From an optimization exercise on the open Yosys and OpenROAD flow, aimed at small area, a short achievable clock period and few clock cycles; shortcuts taken in it are not production practice.
Where RTL was checked, it was by simulation tests only, not by an equivalence proof against the original.
Function not checked in run 1: the RTL went through the layout flow alone.

--- flow/config.mk ---
export PLATFORM = sky130hd
export DESIGN_NAME = hash_chain_anchor_sealer_core
export DESIGN_NICKNAME = hash_chain_anchor_sealer_core
export VERILOG_FILES = /design/flow/design.v
export SDC_FILE = /design/flow/constraint.sdc
export NUM_CORES = 4
export LEC_CHECK = 0
export CAP_MARGIN = 20
export CORE_MARGIN = 2
export CORE_UTILIZATION = 40
export SETUP_SLACK_MARGIN = 5
export SLEW_MARGIN = 20
--- flow/design.v ---
package hcas_pkg;
	localparam logic [63:0] FNV_BASIS  = 64'hcbf29ce484222325;
	localparam logic [63:0] GOLDEN_ADD = 64'h9e3779b97f4a7c15;
	localparam logic [63:0] MIX_MUL_A  = 64'hbf58476d1ce4e5b9;
	localparam logic [63:0] MIX_MUL_B  = 64'h94d049bb133111eb;
	localparam logic [63:0] MIX_MUL_A3 = 64'h3e08d64756aeb12b;    
	localparam logic [63:0] MIX_MUL_B3 = 64'hbe70dd31399335c1;    
	function automatic logic [63:0] fnv_step(input logic [63:0] h, input logic [7:0] b);
		logic [63:0] x;
		begin
			x = h ^ {56'd0, b};
			fnv_step = (x << 40) + (x << 8) + (x << 7) + (x << 5) + (x << 4) + (x << 1) + x;
		end
	endfunction
	function automatic logic [127:0] csa(input logic [63:0] a, input logic [63:0] b,
			input logic [63:0] d);
		csa = {((a & b) | (a & d) | (b & d)) << 1, a ^ b ^ d};
	endfunction
	function automatic logic [23:0] rad4(input logic [15:0] d);
		logic [7:0] hi, lo;
		begin
			hi = {d[15], d[13], d[11], d[9], d[7], d[5], d[3], d[1]};
			lo = {d[14], d[12], d[10], d[8], d[6], d[4], d[2], d[0]};
			rad4 = {hi & lo, hi & ~lo, ~hi & lo};
		end
	endfunction
endpackage
import hcas_pkg::*;
module hcas_mul64 (
	input  logic        sel_b,
	input  logic        first,
	input  logic [23:0] bd,
	input  logic [47:0] rs_i,
	input  logic [47:0] rc_i,
	input  logic        cin,
	output logic [47:0] rs_o,
	output logic [47:0] rc_o,
	output logic [15:0] chunk,
	output logic        cout
);
	logic [63:0] c1, c2, c3;
	logic [63:0] row [10];
	always_comb begin
		c1 = sel_b ? MIX_MUL_B : MIX_MUL_A;
		c2 = c1 << 1;
		c3 = sel_b ? MIX_MUL_B3 : MIX_MUL_A3;
		for (int r = 0; r < 8; r++)
			row[r + 2] = (({64{bd[r]}} & c1) | ({64{bd[8+r]}} & c2) | ({64{bd[16+r]}} & c3)) << (2 * r);
		row[0] = {16'd0, first ? 48'd0 : rs_i};
		row[1] = {16'd0, first ? 48'd0 : rc_i};
	end
	logic [63:0] s1a, c1a, s1b, c1b, s1c, c1c;
	logic [63:0] s2a, c2a, s2b, c2b;
	logic [63:0] s3, c3_, s4, c4, so, co;
	assign {c1a, s1a} = hcas_pkg::csa(row[2], row[3], row[4]);
	assign {c1b, s1b} = hcas_pkg::csa(row[5], row[6], row[7]);
	assign {c1c, s1c} = hcas_pkg::csa(row[8], row[9], row[0]);
	assign {c2a, s2a} = hcas_pkg::csa(s1a, c1a, s1b);
	assign {c2b, s2b} = hcas_pkg::csa(c1b, s1c, c1c);
	assign {c3_, s3}  = hcas_pkg::csa(s2a, c2a, s2b);
	assign {c4, s4}   = hcas_pkg::csa(s3, c3_, c2b);
	assign {co, so}   = hcas_pkg::csa(s4, c4, row[1]);
	assign {cout, chunk} = {1'b0, so[15:0]} + {1'b0, co[15:0]} + {16'd0, cin && !first};
	assign rs_o = so[63:16];
	assign rc_o = co[63:16];
endmodule
import hcas_pkg::*;
module hash_chain_anchor_sealer_core (
	input  logic        clk,
	input  logic        arst_n,
	input  logic        in_valid,
	output logic        in_ready,
	input  logic [7:0]  data_byte,
	input  logic        byte_present,
	input  logic        vector_end,
	output logic        out_valid,
	input  logic        out_ready,
	output logic [63:0] anchor,
	output logic [63:0] input_hash,
	output logic [63:0] output_hash,
	output logic [63:0] context_hash
);
	localparam int D = 3;            
	logic       rdy_q, it_v, it_p, it_e;
	logic [7:0] it_b;
	logic [63:0] run_q, hv;
	logic       fire, push, pop;
	assign fire     = in_valid && rdy_q;
	assign in_ready = rdy_q;
	assign hv       = it_p ? hcas_pkg::fnv_step(run_q, it_b) : run_q;
	assign push     = it_v && it_e;
	logic [63:0] q [D];
	logic [2:0]  cnt, cnt_n;
	assign cnt_n = cnt + 3'(push) - 3'(pop);
	always_ff @(posedge clk or negedge arst_n) begin
		if (!arst_n) begin
			rdy_q <= 1'b1;
			it_v  <= 1'b0;
			run_q <= FNV_BASIS;
			cnt   <= 3'd0;
		end else begin
			it_v  <= fire;
			cnt   <= cnt_n;
			rdy_q <= (cnt_n + 3'(fire && vector_end)) < 3'(D);
			if (it_v)
				run_q <= it_e ? FNV_BASIS : hv;
		end
	end
	always_ff @(posedge clk) begin
		if (fire) begin
			it_b <= data_byte;
			it_p <= byte_present;
			it_e <= vector_end;
		end
		for (int i = 0; i < D; i++) begin
			if (pop) begin
				if (i == D - 1)
					q[i] <= hv;
				else if (push && 3'(i + 1) == cnt)
					q[i] <= hv;
				else
					q[i] <= q[i + 1];
			end else if (push && 3'(i) == cnt) begin
				q[i] <= hv;
			end
		end
	end
	logic        busy, phb, first, last, cy, cout;
	logic [1:0]  stg, step;
	logic [63:0] acc, mq, zs, zc, zs1, zc1, z0, z1, p, z2;
	logic [47:0] rs, rc, rs_n, rc_n, pl;
	logic [15:0] chunk;
	logic [23:0] bd;
	logic [63:0] in_h, out_h, ctx_h;
	logic        ov_q;
	assign pop  = !busy && (cnt != 3'd0) && (!ov_q || out_ready);
	assign {zc1, zs1} = hcas_pkg::csa(GOLDEN_ADD, q[0] << 6, q[0] >> 2);
	assign {zc, zs}   = hcas_pkg::csa(zs1, zc1, acc);
	assign z0 = zs + zc;
	assign z1 = z0 ^ (z0 >> 30);
	hcas_mul64 u_mul (
		.sel_b (phb),
		.first (first),
		.bd    (bd),
		.rs_i  (rs),
		.rc_i  (rc),
		.cin   (cy),
		.rs_o  (rs_n),
		.rc_o  (rc_n),
		.chunk (chunk),
		.cout  (cout)
	);
	assign p  = {chunk, pl};
	assign z2 = p ^ (p >> 27);
	always_ff @(posedge clk or negedge arst_n) begin
		if (!arst_n) begin
			busy  <= 1'b0;
			phb   <= 1'b0;
			first <= 1'b0;
			last  <= 1'b0;
			step  <= 2'd0;
			stg   <= 2'd0;
			acc   <= 64'd0;
			ov_q  <= 1'b0;
		end else begin
			if (busy && phb && last && stg == 2'd2)
				ov_q <= 1'b1;
			else if (out_ready)
				ov_q <= 1'b0;
			if (pop) begin
				busy  <= 1'b1;
				phb   <= 1'b0;
				first <= 1'b1;
				step  <= 2'd0;
				last  <= 1'b0;
			end else if (busy) begin
				step  <= step + 2'd1;
				first <= last;
				last  <= (step == 2'd2);
				if (last) begin
					phb <= 1'b1;
					if (phb) begin
						busy <= 1'b0;
						stg  <= (stg == 2'd2) ? 2'd0 : stg + 2'd1;
						acc  <= p ^ (p >> 31);
					end
				end
			end
		end
	end
	always_ff @(posedge clk) begin
		rs <= rs_n;
		rc <= rc_n;
		cy <= cout;
		pl <= {chunk, pl[47:16]};
		if (pop) begin
			mq <= z1;
			bd <= hcas_pkg::rad4(z1[15:0]);
		end else if (busy && !phb && last) begin
			mq <= z2;
			bd <= hcas_pkg::rad4(pl[15:0] ^ pl[42:27]);
		end else begin
			mq <= mq >> 16;
			bd <= hcas_pkg::rad4(mq[31:16]);
		end
		if (pop) begin
			if (stg == 2'd0) in_h  <= q[0];
			if (stg == 2'd1) out_h <= q[0];
			if (stg == 2'd2) ctx_h <= q[0];
		end
	end
	assign out_valid    = ov_q;
	assign anchor       = acc;
	assign input_hash   = in_h;
	assign output_hash  = out_h;
	assign context_hash = ctx_h;
endmodule
--- flow/run.sh ---
#!/bin/bash
# synth_recipe.tcl (not shown) runs the flow's synth.tcl, then flattens the netlist and writes it again
# the make line also repeats each setting of config.mk as NAME=value (left out here)
make -C /OpenROAD-flow-scripts/flow DESIGN_CONFIG=/design/flow/config.mk WORK_HOME=/design/flow/orfs CLKGATE_MAP_FILE= SYNTH_SCRIPT=/design/flow/synth_recipe.tcl finish
--- flow/constraint.sdc ---
create_clock -name core_clock -period 11.0 [get_ports {clk}]
set_input_delay 2.2000 -clock core_clock [delete_from_list [all_inputs] [get_ports {clk}]]
set_output_delay 2.2000 -clock core_clock [all_outputs]
set_load 0.01 [all_outputs]
==> results.cfg, run 1 <==
[layout]
nFillCells = 13200
drive_above_1_share = 0.0858
area_delta_synth_final_pct = 15.7
layoutNonFillerInstCount = 7865
mostFrequentLayoutCell = inv_1
fin_nets = 6941
most-common-layout-cells = inv_1 (1032), fa_1 (681), nor2_1 (387), a21oi_1 (348), nand2_1 (339)

[yosys]
synth-compound-area-share = 0.117
yosysWarningCount = 4
synth-edff-count = 266
synth_top_family_by_area = adder cells
syn_area_mm2 = 0.0565
async_flop_share = 0.189
yosys_register_bits = 753
synth_cells = 5651
synthFlopType = dfxtp_1
synthXorXnorAreaFrac = 0.0411
synth_cell_type_count = 81
synth-adder-area-share = 0.316
muxShareOfSynthArea = 0.0129
syn-num-nets = 6679
synth_area_per_cell_um2 = 9.99
synth_simple_gate_area_share = 0.102
yosysSeqAreaShare = 0.327

[sta]
hold_viol_final = 0
fmax_mhz = 170
max_slew_margin = 0.216
fin_skew_ns = 0.0656
setup_violations = 0
finalCritPeriodShare = 0.534
timing.final.crit_period_ns = 5.88
holdWs_ns = 0.398
tightestPinTransition_ns = 1.17
fin_ws_ns = 5.12
tns_ns = 0
slew_viol_final = 0
rsz0062_at_grt = true

[critical_path]
cp_max_fo = 9
reg2reg_from = run_q[39]
worst-r2r-cell-count = 18
r2r_end = q[0][59]
required_ns = 11.44
startpoint_type = flop
r2r_setup_slack_ns = 5.12
arrival_ns = 6.32
path_class = flop to flop
end_kind = flop

[global_routing]
grt_usage = 0.268
gr-total-overflow = 0
antenna_found_initial = 5
grt_pass1_vias = 42100
grt_first_pass_wirelength_mm = 286
grt_max_degree = 108

[clocking]
cts_tree = built
clock_path_buffers = 3
htreeDepth = 3
cts.sink_count = 753
postCtsHoldBufs = 0
clock_latency_ns = 0.74
cts_buffers = 87
clock-root-buffer = clkbuf_16
clkSlewWorstSetupHoldPaths_ns = 0.06

[placement]
dp_cells = 7622
globalplace.congestion = 1.01
hpwl_mm = 153
portBuffers = 271
dp_slack_ns = 4.20

[drt]
dr.pass1.iters = 6
wl_per_cell_um = 24.7
highest_layer = met4
wl_met2_mm = 88.3
drc = 0
routed-wl-met3_mm = 14.6
drt-total-wl_mm = 194
viasPerCell = 5.33
met1_length_mm = 84.1
drtIter0Drc = 3943
ant_nets = 0
vias = 41900

[hold_path]
min-delay-start = pl[22]
hold_path.class = flop to flop
min_path_cells = 0
holdPathEnd = pl[6]

[run_status]
status = no timing/DRC/antenna violations

[floorplan]
die_w_um = 380
die_h_um = 380
start_util = 0.404
die_area_mm2 = 0.144
ioPinCount = 272
row_count = 137
coreArea_mm2 = 0.140

[flow_run]
max-cap-violations = 0
-- metrics by stage --
stage | util | instance area [um2]
global route | 0.467 | 65300
finish | 0.467 | 65300
global placement | 0.437 | 61100
CTS | 0.461 | 64500
floorplan | - | 56500
detailed placement | 0.437 | 61100
-- what timing repair did --
action	in CTS	in global routing
endpoints found under the setup margin	193	113
endpoints found under the hold margin	0	0
setup buffers	21	56
resized for setup	45	110
pin swaps	6	24
cloned	0	1
-- kinds of logic after synthesis --
group	count (synthesis)
DFF	753
muxes	69
buffers and inverters	1259
and+or+nand+nor	1224
AOI/OAI and AO/OA	1064
xor gates and xnor gates	263
adders and majority gates	1019
-- cell type report --
type	count	area (um2)	share of cell area
diodes	1	2.50	0.0000383
clock buffers	110	2350	0.0360
clock inverters	54	533	0.00816
inverters	1043	3950	0.0605
multi-input cells	3639	33900	0.519
flip-flops and latches	753	18500	0.283
well taps	1876	2350	0.0359
repair buffers	389	3720	0.0570
-- worst max path at each step --
stage,from,to,slack (ns),depth (start not counted)
5_1_grt,phb,mq[35],4.90,23
6_report,run_q[39],q[0][59],5.12,18
2_1_floorplan,out_ready,ctx_h[0],4.60,6
3_3_place_gp,run_q[5],q[0][51],4.33,18
4_1_cts,run_q[36],q[0][59],4.88,18
3_5_place_dp,run_q[5],q[1][38],4.20,19
-- layer usage --
metal | GRT usage | vias to the layer above
met3 | 0.0525 | 283
met5 | 0 | -
met2 | 0.423 | 1594
met4 | 0.0886 | 0
met1 | 0.370 | 21200
li1 | - | 18800
-- state kept, by name, summed over array words and instances, names as in the netlist, 2 cells and up --
signal  cells
run_q      64
it_b        8
rs         48
in_h       64
rc         48
cnt         3
pl         48
ctx_h      64
bd         24
out_h      64
mq         48
step        2
stg         2
acc        64
q         192
-- synth_stat cells (36+ instances only) --
cell type | count | share of area
a211oi_1 | 36 | 0.0048
a21o_1 | 82 | 0.011
a21oi_1 | 360 | 0.032
a31oi_1 | 59 | 0.0065
clkbuf_1 | 197 | 0.013
dfrtp_1 | 113 | 0.050
dfxtp_1 | 345 | 0.12
edfxtp_1 | 266 | 0.14
fa_1 | 683 | 0.24
ha_1 | 331 | 0.073
inv_1 | 1042 | 0.069
mux2i_1 | 39 | 0.0069
nand2_1 | 344 | 0.023
nand2b_1 | 105 | 0.012
nand3_1 | 46 | 0.0041
nor2_1 | 396 | 0.026
nor2b_1 | 119 | 0.013
nor3_1 | 40 | 0.0035
o211ai_1 | 45 | 0.0060
o21ai_0 | 243 | 0.022
or2_2 | 49 | 0.0054
xnor2_1 | 183 | 0.028
xor2_1 | 79 | 0.012
-- critical path, stage by stage (launching register included) --
cell	delay, ns
dfstp_2	0.55
inv_1	0.22
fa_1	0.60
inv_1	0.06
fa_1	0.53
inv_1	0.05
fa_1	0.53
fa_1	0.42
inv_1	0.16
ha_2	0.37
a21o_1	0.20
a21o_1	0.18
a21o_1	0.18
a311o_2	0.45
a211oi_4	0.41
o21ai_0	0.18
xor2_1	0.19
mux2i_1	0.22
a21oi_1	0.11
==> inputs of run 2 (changes only) <==
--- a/flow/design.v
+++ b/flow/design.v
@@ -128,7 +128,7 @@
 	logic        busy, phb, first, last, cy, cout;
 	logic [1:0]  stg, step;
 	logic [63:0] acc, mq, zs, zc, zs1, zc1, z0, z1, p, z2;
-	logic [47:0] rs, rc, rs_n, rc_n, pl;
+	logic [47:0] rs, rc, rs_n, rc_n;
 	logic [15:0] chunk;
 	logic [23:0] bd;
 	logic [63:0] in_h, out_h, ctx_h;
@@ -150,7 +150,7 @@
 		.chunk (chunk),
 		.cout  (cout)
 	);
-	assign p  = {chunk, pl};
+	assign p  = {chunk, mq[63:16]};
 	assign z2 = p ^ (p >> 27);
 	always_ff @(posedge clk or negedge arst_n) begin
 		if (!arst_n) begin
@@ -192,15 +192,14 @@
 		rs <= rs_n;
 		rc <= rc_n;
 		cy <= cout;
-		pl <= {chunk, pl[47:16]};
 		if (pop) begin
 			mq <= z1;
 			bd <= hcas_pkg::rad4(z1[15:0]);
 		end else if (busy && !phb && last) begin
 			mq <= z2;
-			bd <= hcas_pkg::rad4(pl[15:0] ^ pl[42:27]);
+			bd <= hcas_pkg::rad4(mq[31:16] ^ mq[58:43]);
 		end else begin
-			mq <= mq >> 16;
+			mq <= {chunk, mq[63:16]};
 			bd <= hcas_pkg::rad4(mq[31:16]);
 		end
 		if (pop) begin
--- a/flow/config.mk
+++ b/flow/config.mk
@@ -8,5 +8,5 @@
 export CAP_MARGIN = 20
 export CORE_MARGIN = 2
 export CORE_UTILIZATION = 40
-export SETUP_SLACK_MARGIN = 5
+export SETUP_SLACK_MARGIN = 4
 export SLEW_MARGIN = 20
==> run 2 against run 1 <==
Still clean. Cell count grew 1.2%. Hold slack gained 0.042 ns. Synthesized cell count grew 3.4%. Non-clock buffer count shrank 66. Highest routed layer unchanged.
==> results.cfg, run 2 <==
[run_status]
status = no timing/DRC/antenna violations

[clocking]
post_cts.repair.setup_buffers = 0
clock_path_buffers = 3
clkSlewWorstSetupHoldPaths_ns = 0.06
cts.sink_count = 705
postCtsHoldBufs = 0
htreeDepth = 3
clock_latency_ns = 0.73
cts_tree = built
clock-root-buffer = clkbuf_16
post_cts_resized = 0
cts_buffers = 85

[flow_run]
max-cap-violations = 0

[sta]
tns_ns = 0
setup_violations = 0
fin_skew_ns = 0.0341
rsz0062_at_grt = false
timing.final.crit_period_ns = 6.60
holdWs_ns = 0.441
slew_viol_final = 0
fmax_mhz = 152
hold_viol_final = 0
max_slew_margin = 0.297
finalCritPeriodShare = 0.600
tightestPinTransition_ns = 1.05

[drt]
dr.pass1.iters = 6
vias = 43000
drt-total-wl_mm = 201
ant_nets = 0
wl_per_cell_um = 25.2
viasPerCell = 5.40
drc = 0
drtIter0Drc = 3947

[yosys]
yosysWarningCount = 4
syn-num-nets = 6873
synthTopCellsByCount = inv_1 (1052), fa_1 (683), nand2_1 (443)
synth_most_common_cell = inv_1
synth_cells = 5845
synth_top_area_frac = 0.241
synth_area_leader_cell = fa_1
synthFlopType = dfxtp_1
synth_area_per_cell_um2 = 9.72
synth_cell_type_count = 90
yosysSeqAreaShare = 0.309
syn_area_mm2 = 0.0568
synth-edff-count = 266
async_flop_share = 0.201
yosys_register_bits = 705
synthTopCellsByArea = fa_1 (24%), edfxtp_1 (14%), dfxtp_1 (10%)

[placement]
portBuffers = 271
dp_cells = 7799
globalplace.congestion = 0.987
hpwl_mm = 161

[layout]
nFillCells = 13500
largest_reg_flops = 192
mostFrequentLayoutCell = inv_1
layoutNonFillerInstCount = 7962
area_delta_synth_final_pct = 13.4
drive_above_1_share = 0.0578
top_register = q
most-common-layout-cells = inv_1 (1052), fa_1 (683), nand2_1 (439), a21oi_1 (379), nor2_1 (373)
fin_nets = 7024

[floorplan]
die_area_mm2 = 0.145
start_util = 0.402
die_h_um = 381
row_count = 138
coreArea_mm2 = 0.141
ioPinCount = 272
die_w_um = 381

[global_routing]
grt_max_degree = 139
grt_usage = 0.278
gr-total-overflow = 0
antenna_found_initial = 7
grt_pass1_vias = 43400
grt_first_pass_wirelength_mm = 297

[critical_path]
cp_max_fo = 62
startpoint_type = flop
required_ns = 11.64
end_kind = flop
path_class = flop to flop
arrival_ns = 7.24

[hold_path]
hold_path.class = flop to flop
run 2: cell types whose count changed in the layout (fill, tap and decap cells not counted), moves of 15 or more:
| cell | delta |
|---|---|
| a21oi_1 | +31 |
| a22oi_1 | -18 |
| buf_4 | -59 |
| dfxtp_1 | -39 |
| inv_1 | +20 |
| nand2_1 | +100 |
| nand3_1 | +15 |
| o21ai_0 | +40 |
| o21bai_1 | +15 |
| o31ai_1 | +15 |
run 2: final timing paths:
kind                            startpoint  depth (start not counted)  slack, ns        to
worst max-delay path                   phb                         21       4.40    mq[35]
worst min-delay path              q[2][26]                          2       0.44  q[2][26]
worst max register to register         phb                         21       4.40    mq[35]
worst min register to register    q[2][26]                          2       0.44  q[2][26]
max in group asynchronous           arst_n                          3       7.60   acc[25]
min in group asynchronous           arst_n                          1       1.47      it_v
run 2: logic make-up (layout without fill, tap and decap cells):
family | after synthesis | count (layout) | share of synthesized area
flip-flops | 705 | 705 | 0.309
XOR/XNOR | 260 | 260 | 0.0428
other | 0 | 3 | 0
adder cells (fa/ha/maj) | 1019 | 1019 | 0.315
buffers and inverters | 1312 | 1536 | 0.0872
AND/OR/NAND/NOR | 1322 | 1322 | 0.108
multiplexers | 78 | 78 | 0.0145
AO/OA/AOI/OAI | 1149 | 1149 | 0.124
run 2: layout make-up:
class,instances,area [um2],area share
inverters,1053,3960,0.0614
repair buffers,323,3150,0.0489
clock inverters,44,483,0.00750
well taps,1890,2360,0.0367
flip-flops and latches,705,17500,0.272
multi-input cells,3828,34400,0.535
diodes,3,7.51,0.000117
clock buffers,116,2470,0.0383
run 2: layer usage:
| layer | part of all wire | track usage | up-vias | routed length, um |
|---|---|---|---|---|
| met3 | 0.077 | 0.0473 | 277 | 15400 |
| met2 | 0.45 | 0.431 | 1741 | 89600 |
| met4 | 0.037 | 0.0938 | 0 | 7440 |
| met1 | 0.44 | 0.394 | 21800 | 88300 |
| met5 | 0 | 0 | - | 0 |
| li1 | - | - | 19300 | - |
run 2: worst max-delay path, cell delays in order (launching register included):
cell	delay (ns)
dfrtp_4	0.86
buf_6	0.47
a21oi_1	0.21
nand2_1	0.24
inv_1	0.12
maj3_1	0.36
fa_1	0.51
inv_1	0.05
fa_1	0.43
ha_1	0.28
inv_1	0.04
fa_1	0.47
inv_1	0.04
ha_1	0.39
nand3_1	0.11
a211oi_1	0.30
nor4_1	0.13
o41ai_1	0.62
xor2_1	0.40
nand2_1	0.11
xor2_1	0.16
a21oi_1	0.17
run 2: metrics by stage:
step	util	cell area (um2)	setup slack, ns
after CTS	0.456	64400	4.29
after global routing	0.456	64400	4.15
after floorplan	-	56800	4.52
after detailed placement	0.435	61400	4.33
final	0.456	64400	4.40
after global placement	0.434	61400	4.37
Testbench counts of run 2, summed over its fixed seeds: cycles 29,978.
==> inputs of run 3 (changes only) <==
--- a/flow/config.mk
+++ b/flow/config.mk
@@ -8,5 +8,5 @@
 export CAP_MARGIN = 20
 export CORE_MARGIN = 2
 export CORE_UTILIZATION = 40
-export SETUP_SLACK_MARGIN = 4
+export SETUP_SLACK_MARGIN = 5
 export SLEW_MARGIN = 20
==> run 3 against run 2 <==
Hold slack improved by 0.011 ns. Sequential share of layout area is 0.26 points lower. Die area is the same. Synthesized cell count is the same. Design area up 1.0%. Via count increased by 0.32%. Cell count is 0.30% higher. Wire length increased by 0.90%. Critical endpoint is now mq[33]. Largest cell class unchanged. Critical path depth shrank 2.
==> results.cfg, run 3 <==
[sta]
hold_viol_final = 0
slew_viol_final = 0
rsz0062_at_grt = true
fin_skew_ns = 0.0367
holdWs_ns = 0.452
tightestPinTransition_ns = 1.14
setup_violations = 0
tns_ns = 0
finalCritPeriodShare = 0.535
timing.final.crit_period_ns = 5.89
fmax_mhz = 170
max_slew_margin = 0.234

[drt]
met1_length_mm = 87.3
wl_met2_mm = 91.5
drtIter0Drc = 4336
routed-wl-met3_mm = 15.9
drc = 0
vias = 43200
ant_nets = 0
drt-total-wl_mm = 202
dr.pass1.iters = 9
wl_per_cell_um = 25.4
highest_layer = met5
viasPerCell = 5.41

[layout]
top_register = q
drive_above_1_share = 0.0751
most-common-layout-cells = inv_1 (1047), fa_1 (682), nand2_1 (437), nor2_1 (371), a21oi_1 (365)
largest_reg_flops = 192
area_delta_synth_final_pct = 14.5
fin_nets = 7053
layoutNonFillerInstCount = 7986
mostFrequentLayoutCell = inv_1

[yosys]
synthTopCellsByArea = fa_1 (24%), edfxtp_1 (14%), dfxtp_1 (10%)
synth_most_common_cell = inv_1
synth_area_per_cell_um2 = 9.72
synth_cells = 5845
syn_area_mm2 = 0.0568
yosysSeqAreaShare = 0.309
synth_top_area_frac = 0.241
synthFlopType = dfxtp_1
synthTopCellsByCount = inv_1 (1052), fa_1 (683), nand2_1 (443)
synth-edff-count = 266
synth_cell_type_count = 90
yosysWarningCount = 4
syn-num-nets = 6873
async_flop_share = 0.201
yosys_register_bits = 705
synth_area_leader_cell = fa_1

[floorplan]
row_count = 138
die_h_um = 381
ioPinCount = 272
start_util = 0.402
die_w_um = 381
coreArea_mm2 = 0.141
die_area_mm2 = 0.145

[hold_path]
hold_path.class = flop to flop
min_path_cells = 2

[critical_path]
endpoint = mq[33]
critPathLaunch = phb
required_ns = 11.59
crit_chain = buf_12 -> buf_12 -> nor2b_2 -> inv_1 -> nand3b_1 -> fa_1 -> inv_1 -> fa_1 -> fa_1 -> fa_1 -> fa_1 -> inv_1 -> ha_1 -> nor3_1 -> or3_4 -> xnor2_4 -> nand2_1 -> xnor2_1 -> mux2_2
reg2reg_from = phb
r2r_end = mq[33]
r2r_setup_slack_ns = 5.11
startpoint_type = flop
worst-r2r-cell-count = 19
cp_max_fo = 25
arrival_ns = 6.48
crit_top_cell = fa_1
path_class = flop to flop
end_kind = flop
critPathSlowestCell = fa_1
max_stage_delay_ns = 0.60

[global_routing]
grt_pass1_vias = 42900
grt_max_degree = 160
grt_usage = 0.278
grt_first_pass_wirelength_mm = 296
gr-total-overflow = 0
antenna_found_initial = 10

[placement]
hpwl_mm = 161
globalplace.congestion = 1.01
portBuffers = 271
dp_cells = 7798

[run_status]
status = no timing/DRC/antenna violations

[clocking]
cts_buffers = 84
postCtsHoldBufs = 0
cts_tree = built
clock_latency_ns = 0.71
clkSlewWorstSetupHoldPaths_ns = 0.06
clock-root-buffer = clkbuf_16
clock_path_buffers = 3
cts.sink_count = 705
htreeDepth = 3

[flow_run]
max-cap-violations = 0
==> run 3: what timing repair did <==
item	CTS	global route
gates resized for setup	49	87
buffers inserted	19	10
pin swaps	5	16
endpoints found under the setup margin	111	101
cloned	1	1
==> run 3: logic make-up (layout without fill, tap and decap cells) <==
kind of cell	Yosys count	count (layout)	synth area share
fa+ha+maj	1019	1019	0.315
flops	705	705	0.309
mux	78	78	0.0145
other cells	0	1	0
xor+xnor	260	260	0.0428
simple gates	1322	1322	0.108
buf+inv	1312	1562	0.0872
compound gates	1149	1149	0.124
==> run 3: area by class of cell <==
cell class	instances	area (um2)
Timing Repair Buffer	353	3510
Antenna cell	1	2.50
Inverter	1053	3980
Multi-Input combinational cell	3828	34900
Clock buffer	112	2350
Clock inverter	44	369
Fill cell	13600	76200
Sequential cell	705	17500
Tap cell	1890	2360
==> run 3: routing by layer <==
layer | GRT usage | up-vias
met4 | 0.0896 | 2
met1 | 0.389 | 21800
met5 | 0 | -
met2 | 0.436 | 1764
met3 | 0.0508 | 315
li1 | - | 19300
==> run 3: worst max-delay path: cells and delay by family, from the launching register on <==
kind,cells,cell delay [ns]
simple gates,5,1.20
flops,1,0.55
buf+inv,5,0.63
fa+ha+maj,6,2.81
mux,1,0.28
xor+xnor,2,0.29
==> run 3: how the worst min path moves through the flow <==
stage / start / to
3_5_place_dp: q[2][17] / q[2][17]
4_1_cts: q[2][26] / q[2][26]
6_report: q[2][17] / q[2][17]
3_3_place_gp: q[2][26] / q[2][26]
5_1_grt: q[2][17] / q[2][17]
2_1_floorplan: q[2][26] / q[2][26]
==> run 3: metrics by stage <==
stage	worst slack (ns)	utilization	cell area (um2)
floorplan	4.52	-	56800
global placement	4.35	0.434	61400
detailed placement	4.29	0.435	61400
CTS	5.00	0.457	64500
global route	4.96	0.461	65000
finish	5.11	0.461	65000
==> inputs of run 4 (changes only) <==
==> flow/flow/run.sh (new file) <==
#!/bin/bash
set -euo pipefail
bash standard.sh SETUP_SLACK_MARGIN=5.75 finish > standard_flow.log 2>&1
==> flow/standard.sh (new file) <==
#!/bin/bash
# synth_recipe.tcl (not shown) runs the flow's synth.tcl, then flattens the netlist and writes it again
# the make line also repeats each setting of config.mk as NAME=value (left out here)
make -C /OpenROAD-flow-scripts/flow DESIGN_CONFIG=/design/flow/config.mk WORK_HOME=/design/flow/orfs CLKGATE_MAP_FILE= SYNTH_SCRIPT=/design/flow/synth_recipe.tcl "${@:-finish}"
--- a/flow/config.mk
+++ b/flow/config.mk
@@ -8,5 +8,4 @@
 export CAP_MARGIN = 20
 export CORE_MARGIN = 2
 export CORE_UTILIZATION = 40
-export SETUP_SLACK_MARGIN = 5
 export SLEW_MARGIN = 20
removed: flow/run.sh
==> run 4 against run 3 <==
Hold slack lost 0.0050 ns. Critical path depth unchanged. First-iteration DRC count down 9.8%. Synthesized cell count stayed put. Core utilization increased by 4.1 points. Register-to-register slack better by 0.14 ns. Global-route usage increased by 0.33 points. Highest routed layer is now met4.
==> results.cfg, run 4 <==
[clocking]
cts_tree = built
clock-root-buffer = clkbuf_16
clock_path_buffers = 3
cts_buffers = 86
postCtsHoldBufs = 0
cts.sink_count = 705
clock_latency_ns = 0.75
clkSlewWorstSetupHoldPaths_ns = 0.06
htreeDepth = 3

[sta]
fin_ws_ns = 5.25
tns_ns = 0
max_slew_margin = 0.201
slew_viol_final = 0
tightestPinTransition_ns = 1.19
setup_violations = 0
fin_skew_ns = 0.0920
fmax_mhz = 174
rsz0062_at_grt = true
hold_viol_final = 0
finalCritPeriodShare = 0.523
timing.final.crit_period_ns = 5.75

[drt]
vias = 44600
wl_per_cell_um = 25.1
drt-total-wl_mm = 207
viasPerCell = 5.40
drc = 0
drtIter0Drc = 3913
ant_nets = 0
dr.pass1.iters = 5

[floorplan]
start_util = 0.402
coreArea_mm2 = 0.141
row_count = 138
die_w_um = 381
die_h_um = 381
die_area_mm2 = 0.145
ioPinCount = 272

[yosys]
syn-num-nets = 6873
synthFlopType = dfxtp_1
synth_cell_type_count = 90
synth_area_per_cell_um2 = 9.72
async_flop_share = 0.201
yosysWarningCount = 4
yosys_register_bits = 705
yosysSeqAreaShare = 0.309
synth-edff-count = 266
synth_cells = 5845
synthTopCellsByArea = fa_1 (24%), edfxtp_1 (14%), dfxtp_1 (10%)
syn_area_mm2 = 0.0568
synthTopCellsByCount = inv_1 (1052), fa_1 (683), nand2_1 (443)
synth_top_area_frac = 0.241
synth_area_leader_cell = fa_1
synth_most_common_cell = inv_1

[critical_path]
max_stage_delay_ns = 0.57
startpoint_type = flop
crit_top_cell = fa_1
required_ns = 11.40
critPathBufInv = 4
cp_max_fo = 4
arrival_ns = 6.15
critPathSlowestCell = dfstp_2
path_class = flop to flop
crit_chain = clkinvlp_4 -> buf_4 -> fa_1 -> inv_1 -> fa_1 -> fa_1 -> ha_1 -> ha_4 -> nand4_1 -> nor2_2 -> nand2_2 -> a311oi_4 -> o211ai_1 -> buf_4 -> o21ai_4 -> o211a_4 -> a41oi_2 -> mux2i_2 -> a31oi_1
end_kind = flop
crit_family = adder cells

[global_routing]
use_met3 = 0.0487
antenna_found_initial = 3
use_met1 = 0.394
grt_max_degree = 106
grt_usage = 0.281
grt_first_pass_wirelength_mm = 301
gr-max-usage-layer = met2
grt_pass1_vias = 44400
gr-total-overflow = 0
use_met2 = 0.436

[placement]
dp_slack_ns = 4.44
portBuffers = 271
hpwl_mm = 159
globalplace.congestion = 0.999

[layout]
mostFrequentLayoutCell = inv_1
multi_input_area_mm2 = 0.0379
layout.area.seq_mm2 = 0.0176
largest_reg_flops = 192
most-common-layout-cells = inv_1 (1002), fa_1 (672), nand2_1 (411), nor2_1 (351), a21oi_1 (290)
fin_nets = 7323
drive_above_1_share = 0.184
top_register = q
nFillCells = 12900
area_delta_synth_final_pct = 24.7

[flow_run]
max-cap-violations = 0

[run_status]
status = no timing/DRC/antenna violations

[hold_path]
hold_path.class = flop to flop
run 4: cell counts after synthesis:
No cell type changed its count.
run 4: what timing repair did:
| item | in CTS | in global routing |
|---|---|---|
| pin swaps | 189 | 179 |
| resized for setup | 493 | 346 |
| endpoints found under the setup margin | 258 | 228 |
| cloned | 5 | 0 |
| buffers inserted | 180 | 123 |
run 4: routing by layer:
| layer | wire (um) | part of all wire | up-vias |
|---|---|---|---|
| met5 | 0 | 0 | - |
| met4 | 9080 | 0.044 | 0 |
| met1 | 88500 | 0.43 | 22600 |
| li1 | - | - | 19900 |
| met2 | 93000 | 0.45 | 1815 |
| met3 | 16400 | 0.079 | 351 |
run 4: cell type report:
class                           count  share of cell area
Sequential cell                   705               0.248
Timing Repair Buffer              620              0.0851
Clock buffer                      110              0.0327
Antenna cell                        1           0.0000353
Tap cell                         1890              0.0334
Multi-Input combinational cell   3829               0.535
Clock inverter                     50             0.00859
Inverter                         1053              0.0566
run 4: stage by stage:
step | hold WS, ns | instance area (um2) | std cells | utilization
3_5_place_dp | 0.437 | 61500 | 7788 | 0.435
4_1_cts | 0.448 | 68200 | 8133 | 0.483
5_1_grt | 0.466 | 70800 | 8257 | 0.501
3_3_place_gp | 0.430 | 61500 | 7788 | 0.435
6_report | 0.447 | 70800 | 8258 | 0.501
2_1_floorplan | 0.415 | 57100 | 5845 | -
run 4: path summary, 6_finish.rpt:
path	start	end	slack, ns	cells after the start
hold / removal	q[2][26]	q[2][26]	0.45	2
min in group asynchronous	arst_n	cnt[0]	1.45	1
hold reg to reg	q[2][26]	q[2][26]	0.45	2
max in group asynchronous	arst_n	phb	7.51	3
setup reg to reg	run_q[9]	q[0][60]	5.25	19
setup / recovery	run_q[9]	q[0][60]	5.25	19
run 4: kinds of logic after synthesis:
group	synth area share
and+or+nand+nor	0.108
buffers and inverters	0.0872
AOI/OAI and AO/OA	0.124
adders and majority gates	0.315
DFF	0.309
xor gates and xnor gates	0.0428
muxes	0.0145
run 4: worst min-delay path: cells and delay by family, from the launching register on:
kind	cells	cell delay [ns]
DFF	1	0.31
and+or+nand+nor	2	0.10
==> inputs of run 5 (changes only) <==
--- a/flow/design.v
+++ b/flow/design.v
@@ -127,21 +127,20 @@
 	end
 	logic        busy, phb, first, last, cy, cout;
 	logic [1:0]  stg, step;
-	logic [63:0] acc, mq, zs, zc, zs1, zc1, z0, z1, p, z2;
+	logic [63:0] mq, zs, zc, zs1, zc1, z0, z1, p, z2;
 	logic [47:0] rs, rc, rs_n, rc_n;
 	logic [15:0] chunk;
-	logic [23:0] bd;
 	logic [63:0] in_h, out_h, ctx_h;
 	logic        ov_q;
 	assign pop  = !busy && (cnt != 3'd0) && (!ov_q || out_ready);
 	assign {zc1, zs1} = hcas_pkg::csa(GOLDEN_ADD, q[0] << 6, q[0] >> 2);
-	assign {zc, zs}   = hcas_pkg::csa(zs1, zc1, acc);
+	assign {zc, zs}   = hcas_pkg::csa(zs1, zc1, mq);
 	assign z0 = zs + zc;
 	assign z1 = z0 ^ (z0 >> 30);
 	hcas_mul64 u_mul (
 		.sel_b (phb),
 		.first (first),
-		.bd    (bd),
+		.bd    (hcas_pkg::rad4(mq[15:0])),
 		.rs_i  (rs),
 		.rc_i  (rc),
 		.cin   (cy),
@@ -160,7 +159,7 @@
 			last  <= 1'b0;
 			step  <= 2'd0;
 			stg   <= 2'd0;
-			acc   <= 64'd0;
+			mq    <= 64'd0;
 			ov_q  <= 1'b0;
 		end else begin
 			if (busy && phb && last && stg == 2'd2)
@@ -182,10 +181,15 @@
 					if (phb) begin
 						busy <= 1'b0;
 						stg  <= (stg == 2'd2) ? 2'd0 : stg + 2'd1;
-						acc  <= p ^ (p >> 31);
 					end
 				end
 			end
+			if (pop)
+				mq <= z1;
+			else if (busy && last)
+				mq <= phb ? (p ^ (p >> 31)) : z2;
+			else if (busy)
+				mq <= {chunk, mq[63:16]};
 		end
 	end
 	always_ff @(posedge clk) begin
@@ -193,23 +197,13 @@
 		rc <= rc_n;
 		cy <= cout;
 		if (pop) begin
-			mq <= z1;
-			bd <= hcas_pkg::rad4(z1[15:0]);
-		end else if (busy && !phb && last) begin
-			mq <= z2;
-			bd <= hcas_pkg::rad4(mq[31:16] ^ mq[58:43]);
-		end else begin
-			mq <= {chunk, mq[63:16]};
-			bd <= hcas_pkg::rad4(mq[31:16]);
-		end
-		if (pop) begin
 			if (stg == 2'd0) in_h  <= q[0];
 			if (stg == 2'd1) out_h <= q[0];
 			if (stg == 2'd2) ctx_h <= q[0];
 		end
 	end
 	assign out_valid    = ov_q;
-	assign anchor       = acc;
+	assign anchor       = mq;
 	assign input_hash   = in_h;
 	assign output_hash  = out_h;
 	assign context_hash = ctx_h;
==> flow/run.sh (new file) <==
#!/bin/bash
# synth_recipe.tcl (not shown) runs the flow's synth.tcl, then flattens the netlist and writes it again
# the make line also repeats each setting of config.mk as NAME=value (left out here)
make -C /OpenROAD-flow-scripts/flow DESIGN_CONFIG=/design/flow/config.mk WORK_HOME=/design/flow/orfs CLKGATE_MAP_FILE= SYNTH_SCRIPT=/design/flow/synth_recipe.tcl finish
--- a/flow/config.mk
+++ b/flow/config.mk
@@ -7,5 +7,7 @@
 export LEC_CHECK = 0
 export CAP_MARGIN = 20
 export CORE_MARGIN = 2
-export CORE_UTILIZATION = 40
+export CORE_UTILIZATION = 65
+export PLACE_DENSITY = 0.8
+export SETUP_SLACK_MARGIN = 5
 export SLEW_MARGIN = 20
removed: flow/flow/run.sh
removed: flow/standard.sh
==> run 5 against run 4 <==
Still clean. Critical path depth is the same. First-iteration DRC count up 23%. Via count is 4.9% lower. Count of clock-buffer cells in the layout down 18. Die area fell by 42%. Critical endpoint unchanged.
==> results.cfg, run 5 <==
[sta]
slew_viol_final = 0
max_slew_margin = 0.201
hold_viol_final = 0
fin_ws_ns = 5.01
fin_skew_ns = 0.0482
rsz0062_at_grt = true
fmax_mhz = 167
timing.final.crit_period_ns = 5.99
tns_ns = 0
holdWs_ns = 0.449
finalCritPeriodShare = 0.544
tightestPinTransition_ns = 1.19
setup_violations = 0

[floorplan]
ioPinCount = 272
start_util = 0.654
die_w_um = 291
row_count = 105
die_area_mm2 = 0.0847
coreArea_mm2 = 0.0818
die_h_um = 291

[global_routing]
grt_max_degree = 107
grt_pass1_vias = 42600
gr-total-overflow = 0
grt_first_pass_wirelength_mm = 274
antenna_found_initial = 10
grt_usage = 0.441

[clocking]
clkSlewWorstSetupHoldPaths_ns = 0.07
htreeDepth = 3
cts_tree = built
clock_latency_ns = 0.66
postCtsHoldBufs = 0
clock_path_buffers = 3
clock-root-buffer = clkbuf_16
cts_buffers = 70
cts.sink_count = 633

[critical_path]
required_ns = 11.38
crit_chain = clkinvlp_4 -> fa_1 -> fa_1 -> fa_1 -> inv_1 -> fa_1 -> ha_1 -> a21o_1 -> a21o_1 -> a21oi_1 -> nand3_1 -> a211oi_2 -> o21ai_1 -> o2111ai_2 -> a21oi_2 -> a311o_1 -> xor2_2 -> a21oi_1 -> a21oi_1
reg2reg_from = run_q[34]
critPathSlowestCell = fa_1
cp_max_fo = 6
critPathLaunch = run_q[34]
startpoint_type = flop
path_class = flop to flop
max_stage_delay_ns = 0.58
end_kind = flop
crit_top_cell = fa_1
arrival_ns = 6.37

[layout]
top_register = q
drive_above_1_share = 0.0843
mostFrequentLayoutCell = inv_1
utilization = 0.746
most-common-layout-cells = inv_1 (1012), fa_1 (687), nand2_1 (407), nor2_1 (406), a21oi_1 (383)
stdcell_area_mm2 = 0.0611
area_delta_synth_final_pct = 14.0
largest_reg_flops = 192
fin_nets = 6767
layoutNonFillerInstCount = 6863

[yosys]
async_flop_share = 0.224
synthTopCellsByCount = inv_1 (1028), fa_1 (688), nand2_1 (417)
synthFlopType = edfxtp_1
synth-edff-count = 266
synth_area_leader_cell = fa_1
synth_cell_type_count = 94
synth_most_common_cell = inv_1
yosysWarningCount = 4
synth_cells = 5491
yosysSeqAreaShare = 0.300
syn_area_mm2 = 0.0535
synthTopCellsByArea = fa_1 (26%), edfxtp_1 (15%), dfxtp_1 (8.4%)
synth_top_area_frac = 0.257
syn-num-nets = 6524
yosys_register_bits = 633
synth_area_per_cell_um2 = 9.75

[hold_path]
hold_path.class = flop to flop
min-delay-start = q[2][44]

[placement]
dp_slack_ns = 4.17
placed_cell_area_mm2 = 0.0572
portBuffers = 271
hpwl_mm = 145
dp_cells = 6658
globalplace.congestion = 1.06

[drt]
drtIter0Drc = 4831
viasPerCell = 6.18
vias = 42400
drt-total-wl_mm = 187
drc = 0
dr.pass1.iters = 6
ant_nets = 0
wl_per_cell_um = 27.3

[flow_run]
max-cap-violations = 0

[run_status]
status = no timing/DRC/antenna violations
-- run 5: cell count changes after synthesis, sizes merged, moves of 26 or more --
cell,delta
a31oi,-32
dfxtp,-72
nor2,+42
o22ai,-29
nand2b,-46
nand2,-26
-- run 5: what timing repair did --
item,CTS,global route
buffers inserted,17,54
pin swaps,7,27
cloned,0,3
resized for setup,69,143
setup endpoints to repair,185,128
-- run 5: worst paths after layout --
check | end | slack (ns) | cells past startpoint
max | q[0][60] | 5.01 | 19
min | q[2][44] | 0.45 | 2
min in group asynchronous | mq[34] | 1.54 | 1
min reg2reg | q[2][44] | 0.45 | 2
max in group asynchronous | run_q[12] | 7.49 | 3
max reg2reg | q[0][60] | 5.01 | 19
-- run 5: cell families after synthesis --
family / after synthesis / synth area share
buffers and inverters: 1257 / 0.0885
flip-flops: 633 / 0.300
AO/OA/AOI/OAI: 1093 / 0.126
adder cells (fa/ha/maj): 1019 / 0.335
XOR/XNOR: 232 / 0.0379
AND/OR/NAND/NOR: 1185 / 0.0990
multiplexers: 72 / 0.0138
-- run 5: cell type report --
type / count / area, um2
multi-input combinational: 3601 / 33500
fill: 5664 / 20800
sequential: 633 / 16100
inverter: 1033 / 3920
timing repair buffer: 395 / 3830
clock buffer: 92 / 1960
tap: 1070 / 1340
clock inverter: 38 / 350
antenna: 1 / 2.50
-- run 5: critical path, delay by kind of cell (launching register included) --
kind | cells | cell delay [ns]
AOI/OAI and AO/OA | 10 | 2.19
xor gates and xnor gates | 1 | 0.17
adders and majority gates | 5 | 2.42
buffers and inverters | 2 | 0.24
DFF | 1 | 0.56
and+or+nand+nor | 1 | 0.12
-- run 5: layer usage --
layer | wire [um] | global-route usage
met5 | 27 | 0
met4 | 12100 | 0.228
met3 | 21000 | 0.0990
met2 | 85700 | 0.695
met1 | 68400 | 0.576
Testbench counts of run 5, summed over its fixed seeds: cycles 29,978.
==> inputs of run 6 (changes only) <==
--- a/flow/config.mk
+++ b/flow/config.mk
@@ -7,7 +7,6 @@
 export LEC_CHECK = 0
 export CAP_MARGIN = 20
 export CORE_MARGIN = 2
-export CORE_UTILIZATION = 65
-export PLACE_DENSITY = 0.8
+export CORE_UTILIZATION = 40
 export SETUP_SLACK_MARGIN = 5
 export SLEW_MARGIN = 20
==> run 6 against run 5 <==
Global-route usage decreased by 17 points. Critical path depth decreased by 2. Core utilization decreased by 28 points. Count of clock-buffer cells in the layout increased by 2. Setup slack improved by 0.031 ns. Cell count increased by 10%. Wire length increased by 0.47%. Critical path type unchanged. Hold slack got worse by 0.0071 ns. Non-clock buffer count decreased by 11. Synthesized cell count unchanged. Sequential share of layout area decreased by 0.38 points.
==> results.cfg, run 6 <==
[clocking]
clock-root-buffer = clkbuf_16
clkSlewWorstSetupHoldPaths_ns = 0.06
htreeDepth = 3
cts_tree = built
postCtsHoldBufs = 0
cts_buffers = 75
clock_latency_ns = 0.72
clock_path_buffers = 3
cts.sink_count = 633

[yosys]
syn_area_mm2 = 0.0535
synth_most_common_cell = inv_1
yosys_register_bits = 633
yosysSeqAreaShare = 0.300
synth_cell_type_count = 94
synth_cells = 5491
synth-edff-count = 266
syn-num-nets = 6524
synth_area_leader_cell = fa_1
synthTopCellsByArea = fa_1 (26%), edfxtp_1 (15%), dfxtp_1 (8.4%)
synthFlopType = edfxtp_1
yosysWarningCount = 4
synthTopCellsByCount = inv_1 (1028), fa_1 (688), nand2_1 (417)
synth_area_per_cell_um2 = 9.75
async_flop_share = 0.224
synth_top_area_frac = 0.257

[critical_path]
r2r_end = q[0][56]
end_kind = flop
crit_top_cell = fa_1
arrival_ns = 6.35
path_class = flop to flop
cp_max_fo = 8
worst-r2r-cell-count = 17
startpoint_type = flop
reg2reg_from = run_q[38]
required_ns = 11.39
critPathSlowestCell = dfstp_2
r2r_setup_slack_ns = 5.04
crit_chain = inv_1 -> fa_1 -> fa_1 -> fa_1 -> fa_1 -> inv_1 -> ha_1 -> nand4_1 -> o21ai_0 -> nand2_1 -> a211oi_4 -> o2111ai_2 -> a21oi_2 -> mux2i_1 -> nor3_1 -> a21oi_1 -> a21oi_1
max_stage_delay_ns = 0.65

[sta]
fin_ws_ns = 5.04
tns_ns = 0
hold_viol_final = 0
max_slew_margin = 0.232
slew_viol_final = 0
fmax_mhz = 168
setup_violations = 0
timing.final.crit_period_ns = 5.96
tightestPinTransition_ns = 1.15
rsz0062_at_grt = true
fin_skew_ns = 0.0443
finalCritPeriodShare = 0.542
holdWs_ns = 0.441

[hold_path]
min_path_cells = 2
hold_path.class = flop to flop
holdPathEnd = q[2][44]
min-delay-start = q[2][44]

[layout]
drive_above_1_share = 0.0812
top_register = q
mostFrequentLayoutCell = inv_1
most-common-layout-cells = inv_1 (1012), fa_1 (684), nor2_1 (405), nand2_1 (405), a21oi_1 (385)
area_delta_synth_final_pct = 15.7
largest_reg_flops = 192
fin_nets = 6761

[drt]
wl_per_cell_um = 24.9
drt-total-wl_mm = 188
drtIter0Drc = 3863
drc = 0
dr.pass1.iters = 7
vias = 40900
viasPerCell = 5.42
ant_nets = 0

[placement]
globalplace.congestion = 1.02
portBuffers = 271
hpwl_mm = 148
dp_slack_ns = 4.27

[global_routing]
antenna_found_initial = 13
grt_usage = 0.273
grt_pass1_vias = 40900
grt_first_pass_wirelength_mm = 274
grt_max_degree = 99
gr-total-overflow = 0

[floorplan]
row_count = 134
die_h_um = 370
start_util = 0.402
coreArea_mm2 = 0.133
die_area_mm2 = 0.137
die_w_um = 370
ioPinCount = 272

[run_status]
status = no timing/DRC/antenna violations

[flow_run]
max-cap-violations = 0
[run 6: cell count changes in the layout (fill, tap and decap cells not counted), sizes merged]
cell / before / now
diode: 1 / 3
clkbuf: 95 / 100
bufinv: 2 / 4
clkinv: 29 / 33
buf: 122 / 108
[run 6: worst max path at each step]
stage,slack [ns],start,cells past startpoint,to
5_1_grt,4.95,phb,26,mq[32]
3_5_place_dp,4.27,phb,25,mq[32]
3_3_place_gp,4.35,phb,25,mq[32]
4_1_cts,4.97,phb,24,mq[32]
6_report,5.04,run_q[38],17,q[0][56]
2_1_floorplan,4.44,out_ready,8,ctx_h[0]
[run 6: critical path, delay by kind of cell, from the launching register on]
family,cells,cell delay [ns]
buffers and inverters,2,0.24
muxes,1,0.28
DFF,1,0.65
and+or+nand+nor,3,0.46
adders and majority gates,5,2.55
AOI/OAI and AO/OA,6,1.49
[run 6: routing by layer]
metal,global-route usage,vias up,wire (um)
met2,0.440,1770,87100
met1,0.370,20600,77500
li1,-,18200,-
met5,0,-,60
met3,0.0494,340,16200
met4,0.0921,8,7100
[run 6: what timing repair did]
item,CTS,global route
resized for setup,67,112
gates cloned,0,5
pin swaps,3,21
setup buffers,10,51
endpoints found under the setup margin,151,110
[run 6: cells by family (layout without fill, tap and decap cells)]
logic type                 after synthesis  count (layout)  synth area share
AOI/OAI and AO/OA                     1093            1093             0.126
xor gates and xnor gates               232             232            0.0379
adders and majority gates             1019            1019             0.335
buffers and inverters                 1257            1555            0.0885
DFF                                    633             633             0.300
muxes                                   72              72            0.0138
other                                    0               3                 0
and+or+nand+nor                       1185            1185            0.0990
[run 6: final cells by class]
cell class	count	area, um2
Multi-Input combinational cell	3601	33400
Sequential cell	633	16100
Fill cell	12600	71200
Antenna cell	3	7.51
Clock buffer	94	2060
Tap cell	1768	2210
Inverter	1033	3910
Clock inverter	44	465
Timing Repair Buffer	384	3740
[run 6: metrics by stage]
step | std cells | utilization | area (um2)
after floorplan | 5491 | - | 53600
after global routing | 7557 | 0.465 | 61900
after detailed placement | 7353 | 0.436 | 58100
final | 7560 | 0.465 | 61900
after global placement | 7353 | 0.436 | 58100
after CTS | 7501 | 0.458 | 61000
==> inputs of run 7 (changes only) <==
--- a/flow/config.mk
+++ b/flow/config.mk
@@ -7,6 +7,7 @@
 export LEC_CHECK = 0
 export CAP_MARGIN = 20
 export CORE_MARGIN = 2
-export CORE_UTILIZATION = 40
+export CORE_UTILIZATION = 55
+export PLACE_DENSITY = 0.7
 export SETUP_SLACK_MARGIN = 5
 export SLEW_MARGIN = 20
==> run 7 against run 6 <==
Register-to-register slack better by 0.09 ns. Die area down 27%. First-iteration DRC count up 8.6%. Synthesized cell count unchanged. Sequential cell count unchanged. Design area down 0.95%. Via count up 0.43%. Sequential share of layout area up 0.26 points. Still clean. Global-route usage up 10 points. Largest cell class unchanged. Setup slack better by 0.087 ns.
==> results.cfg, run 7 <==
[sta]
hold_viol_final = 0
tightestPinTransition_ns = 1.21
timing.final.crit_period_ns = 5.87
rsz0062_at_grt = true
setup_violations = 0
fin_skew_ns = 0.0285
tns_ns = 0
max_slew_margin = 0.187
slew_viol_final = 0
finalCritPeriodShare = 0.534
fmax_mhz = 170

[clocking]
clkSlewWorstSetupHoldPaths_ns = 0.06
cts_tree = built
htreeDepth = 3
clock_path_buffers = 3
clock-root-buffer = clkbuf_16
clock_latency_ns = 0.67
cts_buffers = 75
cts.sink_count = 633

[layout]
drive_above_1_share = 0.0815
largest_reg_flops = 192
top_register = q
fin_nets = 6764
n_antenna_cell = 0
mostFrequentLayoutCell = inv_1
most-common-layout-cells = inv_1 (1012), fa_1 (686), nor2_1 (405), nand2_1 (404), a21oi_1 (382)
area_delta_synth_final_pct = 14.6

[placement]
portBuffers = 271
hpwl_mm = 146
globalplace.congestion = 1.08

[drt]
dr.pass1.iters = 6
wl_per_cell_um = 26.1
drc = 0
ant_nets = 0
drt-total-wl_mm = 185
viasPerCell = 5.82
vias = 41100
drtIter0Drc = 4196

[yosys]
synthFlopType = edfxtp_1
yosysWarningCount = 4
syn-num-nets = 6524
async_flop_share = 0.224
yosysSeqAreaShare = 0.300
synth_area_per_cell_um2 = 9.75
syn_area_mm2 = 0.0535
yosys_register_bits = 633
synth-edff-count = 266
synthTopCellsByCount = inv_1 (1028), fa_1 (688), nand2_1 (417)
synth_area_leader_cell = fa_1
synth_most_common_cell = inv_1
synth_top_area_frac = 0.257
synthTopCellsByArea = fa_1 (26%), edfxtp_1 (15%), dfxtp_1 (8.4%)
synth_cell_type_count = 94
synth_cells = 5491

[critical_path]
cp_max_fo = 10
path_class = flop to flop
max_stage_delay_ns = 0.67
critPathSlowestCell = fa_1
critPathLaunch = mq[10]
arrival_ns = 6.40
crit_chain = buf_4 -> nand2b_1 -> o21ai_0 -> inv_1 -> fa_1 -> fa_1 -> fa_1 -> fa_1 -> inv_1 -> fa_1 -> ha_1 -> nor2_1 -> nor2_1 -> o41ai_2 -> xnor2_1 -> a22oi_1 -> xnor2_1 -> a22o_1
reg2reg_from = mq[10]
worst-r2r-cell-count = 18
required_ns = 11.53
crit_family = adder cells
crit_top_cell = fa_1
critPathBufInv = 3
endpoint = mq[32]
cp.depth = 18
end_kind = flop
r2r_end = mq[32]
r2r_setup_slack_ns = 5.13
startpoint_type = flop

[floorplan]
die_w_um = 316
die_area_mm2 = 0.0999
start_util = 0.555
coreArea_mm2 = 0.0966
row_count = 114
die_h_um = 316
ioPinCount = 272

[global_routing]
gr-total-overflow = 0
grt_usage = 0.373
antenna_found_initial = 5
grt_pass1_vias = 41200
grt_first_pass_wirelength_mm = 271
grt_max_degree = 79

[hold_path]
hold_path.class = flop to flop

[run_status]
status = no timing/DRC/antenna violations

[flow_run]
max-cap-violations = 0
run 7: cells by family (layout without fill, tap and decap cells):
kind of cell | count (synthesis) | count (layout) | synth area share
AOI/OAI and AO/OA | 1093 | 1093 | 0.126
DFF | 633 | 633 | 0.300
and+or+nand+nor | 1185 | 1185 | 0.0990
xor gates and xnor gates | 232 | 232 | 0.0379
muxes | 72 | 72 | 0.0138
adders and majority gates | 1019 | 1019 | 0.335
buffers and inverters | 1257 | 1560 | 0.0885
run 7: per-stage QoR:
stage	utilization	setup WS (ns)	hold slack (ns)	std cells	area, um2
2_1_floorplan	-	4.44	0.416	5491	53600
3_3_place_gp	0.595	4.35	0.425	6860	57400
3_5_place_dp	0.595	4.27	0.438	6860	57400
4_1_cts	0.626	4.96	0.451	7018	60400
5_1_grt	0.635	4.93	0.478	7070	61300
6_report	0.635	5.13	0.446	7070	61300
run 7: timing repair:
item / in CTS / in global routing
resized for setup: 60 / 119
pin swaps: 4 / 23
setup endpoints to repair: 177 / 98
buffers inserted: 18 / 48
hold buffers: 0 / 0
cloned: 0 / 4
run 7: how the worst min path moves through the flow:
stage / startpoint / to / slack (ns) / cells past startpoint
2_1_floorplan: q[2][44] / q[2][44] / 0.42 / 2
3_3_place_gp: q[2][44] / q[2][44] / 0.42 / 2
3_5_place_dp: q[2][6] / q[2][6] / 0.44 / 2
4_1_cts: q[2][6] / q[2][6] / 0.45 / 2
5_1_grt: q[2][44] / q[2][44] / 0.48 / 2
6_report: q[2][6] / q[2][6] / 0.45 / 2
run 7: cell type report:
class                           instances  area, um2
Fill cell                            7994      35200
Multi-Input combinational cell       3601      33400
Sequential cell                       633      16100
Inverter                             1033       3910
Timing Repair Buffer                  387       3720
Clock buffer                          104       2150
Tap cell                             1276       1600
Clock inverter                         36        438
run 7: metal layers:
| metal | global-route usage | part of all wire | vias up |
|---|---|---|---|
| met5 | 0 | 0.000070 | - |
| met4 | 0.151 | 0.049 | 2 |
| met3 | 0.0749 | 0.088 | 374 |
| met2 | 0.596 | 0.46 | 1848 |
| met1 | 0.500 | 0.40 | 20700 |
| li1 | - | - | 18200 |
run 7: worst register-to-register path, stage by stage, from the launching register on:
cell and delay [ns]:
dfrtp_2 0.57, buf_4 0.31, nand2b_1 0.22, o21ai_0 0.35
inv_1 0.15, fa_1 0.55, fa_1 0.67, fa_1 0.46
fa_1 0.49, inv_1 0.05, fa_1 0.54, ha_1 0.41
nor2_1 0.06, nor2_1 0.12, o41ai_2 0.09, xnor2_1 0.26
a22oi_1 0.12, xnor2_1 0.17, a22o_1 0.18

==> separate check: timing with driven ports <==
Ports are ideal in the flow. The routed layouts listed here were re-timed in OpenROAD. Step 1 assumes that a clkbuf_16 drives the clock port and a buf_2 every other input. Step 2, shift: input delay + t, output delay - t, t = (earliest + latest rising clock arrival at the registers) / 2. This alone moves slack from input paths to output paths. Three values: ideal ports, drivers, drivers and shift; two values: the first two.
run | shift t [ns] | slack for setup (ns) | slew at the worst register clock pin (ns)
run 1 | 0.779 | 5.124 / 5.124 / 5.112 | 0.07 / 0.07
run 2 | 0.789 | 4.400 / 4.400 / 4.400 | 0.07 / 0.07
run 3 | 0.774 | 5.110 / 5.110 / 4.898 | 0.07 / 0.07
run 4 | 0.778 | 5.252 / 5.252 / 5.225 | 0.07 / 0.07
run 5 | 0.698 | 5.011 / 5.011 / 4.567 | 0.07 / 0.07
run 6 | 0.758 | 5.042 / 5.042 / 4.626 | 0.07 / 0.07
run 7 | 0.719 | 5.129 / 5.129 / 5.129 | 0.07 / 0.07
After both steps every run listed still meets setup and hold. For run 5, which loses most, drivers alone change the setup slack by 0.000 ns; drivers and shift together by -0.444 ns.
